This design comes from an exercise in tuning for small area on the open sky130 flow, not from production work.
The RTL was checked by simulation tests, not by an equivalence proof against the original design.
The flow treats the clock pin as an ideal source, which a real chip does not have.
No activity file was given, so power comes from the tool's default toggle rates.

Setup of north:
Design rob_top, start of the top module:
module rob_top (
    input  logic        clk,
    input  logic        rst_n,
    input  logic        alloc_valid,
    input  rob_pkg::op_kind_t alloc_kind,
    input  rob_pkg::reg_idx_t alloc_dest,
    input  rob_pkg::store_size_t alloc_size,
    output rob_pkg::tag_t alloc_tag,
    output logic        full,
    output logic        empty,
    input  logic        cdb_valid,
    input  rob_pkg::tag_t cdb_tag,
    input  rob_pkg::word_t cdb_value,
    input  rob_pkg::word_t cdb_addr,
    input  logic        cdb_mispredict,
    input  rob_pkg::word_t cdb_target,
    input  rob_pkg::tag_t lookup_tag,
    output logic        lookup_ready,
    output rob_pkg::word_t lookup_value,
    output logic        commit_valid,
    output rob_pkg::reg_idx_t commit_rd,
    output rob_pkg::word_t commit_value,
    output rob_pkg::tag_t commit_tag,
    output logic        mem_req,
    output rob_pkg::word_t mem_addr,
    output rob_pkg::word_t mem_wdata,
    output logic [3:0]  mem_be,
    input  logic        mem_ack,
    output logic        flush,
    output rob_pkg::word_t redirect_pc
);
Size in the first run: about 2400 flip-flops, ~93000 um2 of cells after synthesis.
Settings: LEC_CHECK=0, CAP_MARGIN=20, CORE_MARGIN=2, CORE_UTILIZATION=55, PLACE_DENSITY=0.65, SLEW_MARGIN=20; clock period 10.0 ns.
standard.sh (not shown) runs the stock make flow with config.mk's settings and CLKGATE_MAP_FILE= SYNTH_SCRIPT=/design/flow/synth_recipe.tcl, a recipe that flattens the netlist after the stock synthesis.
==> flow/flow/run.sh <==
#!/bin/bash
# The standard layout, with a leaner clock tree (no dummy loads, larger sink
# clusters of clkbuf_16), single-drive port buffers, and an area recovery pass
# after clock tree synthesis (post_cts.tcl). make's full output goes to
# standard_make.log here; each ORFS step's log is under orfs/logs/.
set -euo pipefail
here=$(cd "$(dirname "$0")" && pwd)
bash standard.sh \
  "CTS_ARGS=-sink_clustering_enable -repair_clock_nets -dont_use_dummy_load -buf_list sky130_fd_sc_hd__clkbuf_16 -sink_clustering_size 25 -sink_clustering_max_diameter 80" \
  "BUFFER_PORTS_ARGS=-buffer_cell sky130_fd_sc_hd__buf_1" \
  "POST_CTS_TCL=$here/post_cts.tcl" \
  finish > standard_make.log 2>&1
==> flow/flow/post_cts.tcl <==
# After clock tree synthesis and its timing repair: give back area on paths
# with slack to spare, keeping a margin, then re-legalise the placement.
estimate_parasitics -placement
repair_timing -recover_power 100 -setup_margin 1.0
detailed_placement
check_placement -verbose
estimate_parasitics -placement
report_worst_slack
report_design_area
> inputs changed (north -> south)
- CTS_BUF_LIST newly set to sky130_fd_sc_hd__clkbuf_16
- CTS_CLUSTER_DIAMETER newly set to 80
- CTS_CLUSTER_SIZE newly set to 25
==> flow/run.sh (new file) <==
#!/bin/bash
# synth_recipe.tcl (not shown) runs the flow's synth.tcl, then flattens the netlist and writes it again
# the make line also repeats each setting of config.mk as NAME=value (left out here)
make -C /OpenROAD-flow-scripts/flow DESIGN_CONFIG=/design/flow/config.mk WORK_HOME=/design/flow/orfs CLKGATE_MAP_FILE= SYNTH_SCRIPT=/design/flow/synth_recipe.tcl finish
removed: flow/flow/run.sh
removed: flow/flow/post_cts.tcl
removed: flow/standard.sh
Results
- south ended up with a lower number of non-clock buffers than north did.
- met2 layer usage reported by global route ended up 0.23 points higher on south than on north.
- In the reports for south and north, the smaller proportion of final cell area spent on non-clock buffers belongs to north.
- Per the comparison of south with north, setup slack after layout went down by 460 ps, data arrival time of the critical path saw an increase.
Here is what was changed in the inputs of east compared with south.
- CTS_BUF_LIST no longer set, was sky130_fd_sc_hd__clkbuf_16
- CTS_CLUSTER_SIZE no longer set, was 25
- CTS_CLUSTER_DIAMETER no longer set, was 80
==> flow/flow/run.sh (new file) <==
#!/bin/bash
# The standard layout, with a leaner clock tree (no dummy loads, larger sink
# clusters of clkbuf_8) and single-drive port buffers. make's full output
# goes to standard_make.log here; each ORFS step's log is under orfs/logs/.
set -euo pipefail
bash standard.sh \
  "CTS_ARGS=-sink_clustering_enable -repair_clock_nets -dont_use_dummy_load -buf_list sky130_fd_sc_hd__clkbuf_8 -sink_clustering_size 16 -sink_clustering_max_diameter 80" \
  "BUFFER_PORTS_ARGS=-buffer_cell sky130_fd_sc_hd__buf_1" \
  finish > standard_make.log 2>&1
==> flow/standard.sh (new file) <==
#!/bin/bash
# synth_recipe.tcl (not shown) runs the flow's synth.tcl, then flattens the netlist and writes it again
# the make line also repeats each setting of config.mk as NAME=value (left out here)
make -C /OpenROAD-flow-scripts/flow DESIGN_CONFIG=/design/flow/config.mk WORK_HOME=/design/flow/orfs CLKGATE_MAP_FILE= SYNTH_SCRIPT=/design/flow/synth_recipe.tcl "${@:-finish}"
removed: flow/run.sh
Findings:
Per the final summary, east finished and its layout is clean on timing, DRC and antenna.
Between east and south, the count of clock-net buffers in the final layout is lower for south.
Lower number of global-route vias before repair goes to south over east.
east vs. south: non-clock buffer count went up by 18; power went down by about 10%; minimum setup slack among reg-to-reg paths went up by 210 ps; wire length reported by the detailed router went up by 2200 um; count of antenna diodes in the layout went up by 3.
Measured against each other, east and south differ in number of nets at the end of the flow, the higher figure coming from east.
Relative to east, the following input files were edited for west:
--- a/flow/flow/run.sh
+++ b/flow/flow/run.sh
@@ -3 +3 @@
-# clusters of clkbuf_8) and single-drive port buffers. make's full output
+# clusters of clkbuf_16) and single-drive port buffers. make's full output
@@ -7 +7 @@
-  "CTS_ARGS=-sink_clustering_enable -repair_clock_nets -dont_use_dummy_load -buf_list sky130_fd_sc_hd__clkbuf_8 -sink_clustering_size 16 -sink_clustering_max_diameter 80" \
+  "CTS_ARGS=-sink_clustering_enable -repair_clock_nets -dont_use_dummy_load -buf_list sky130_fd_sc_hd__clkbuf_16 -sink_clustering_size 25 -sink_clustering_max_diameter 80" \
Notes after the runs:
west finished every stage and its layout cleared the timing, DRC and antenna checks.
west against east: total of clock buffers placed in the layout went down 51, global-route usage held, period utilization went down 0.61 points, fraction of power consumed by combinational cells went down 0.8 points, logic depth of the worst register-to-register path went up 2.
Status: non-clock buffer count parity (west, east)
west does worse than east on clock power.
Diff east -> west: number of buffer and inverter instances along the worst setup path saw a decrease, clock-pin slew on the worst setup and hold paths fell 20 ps.

-- static timing again, ports no longer ideal --
How much do the figures lean on ideal ports? The routed layouts below were timed once more, with nothing changed but the port constraints. Step 1: set_driving_cell puts a clkbuf_16 on clk and a buf_2 on each other input, an assumption about the parent block. Step 2 also shifts input and output timing later by t, the mid clock arrival at the registers, as if the neighbouring blocks saw the same clock. Three values: no drivers, after step 1, after step 2; two values: the first two.
run	shift t [ns]	slack for setup (ns)	worst setup path after step 2	worst slew at a driven data input, ns
north	0.885	1.428 / 1.404 / 1.404	input to output	0.17
south	0.916	0.965 / 0.940 / 0.940	input to output	0.19
east	1.067	1.665 / 1.583 / 1.757	input to output	0.16
west	0.884	1.725 / 1.702 / 1.702	input to output	0.17
After both steps every run listed still meets setup and hold. The setup slack of south, which loses most, moves by -0.025 ns with the drivers and by -0.025 ns with both steps.
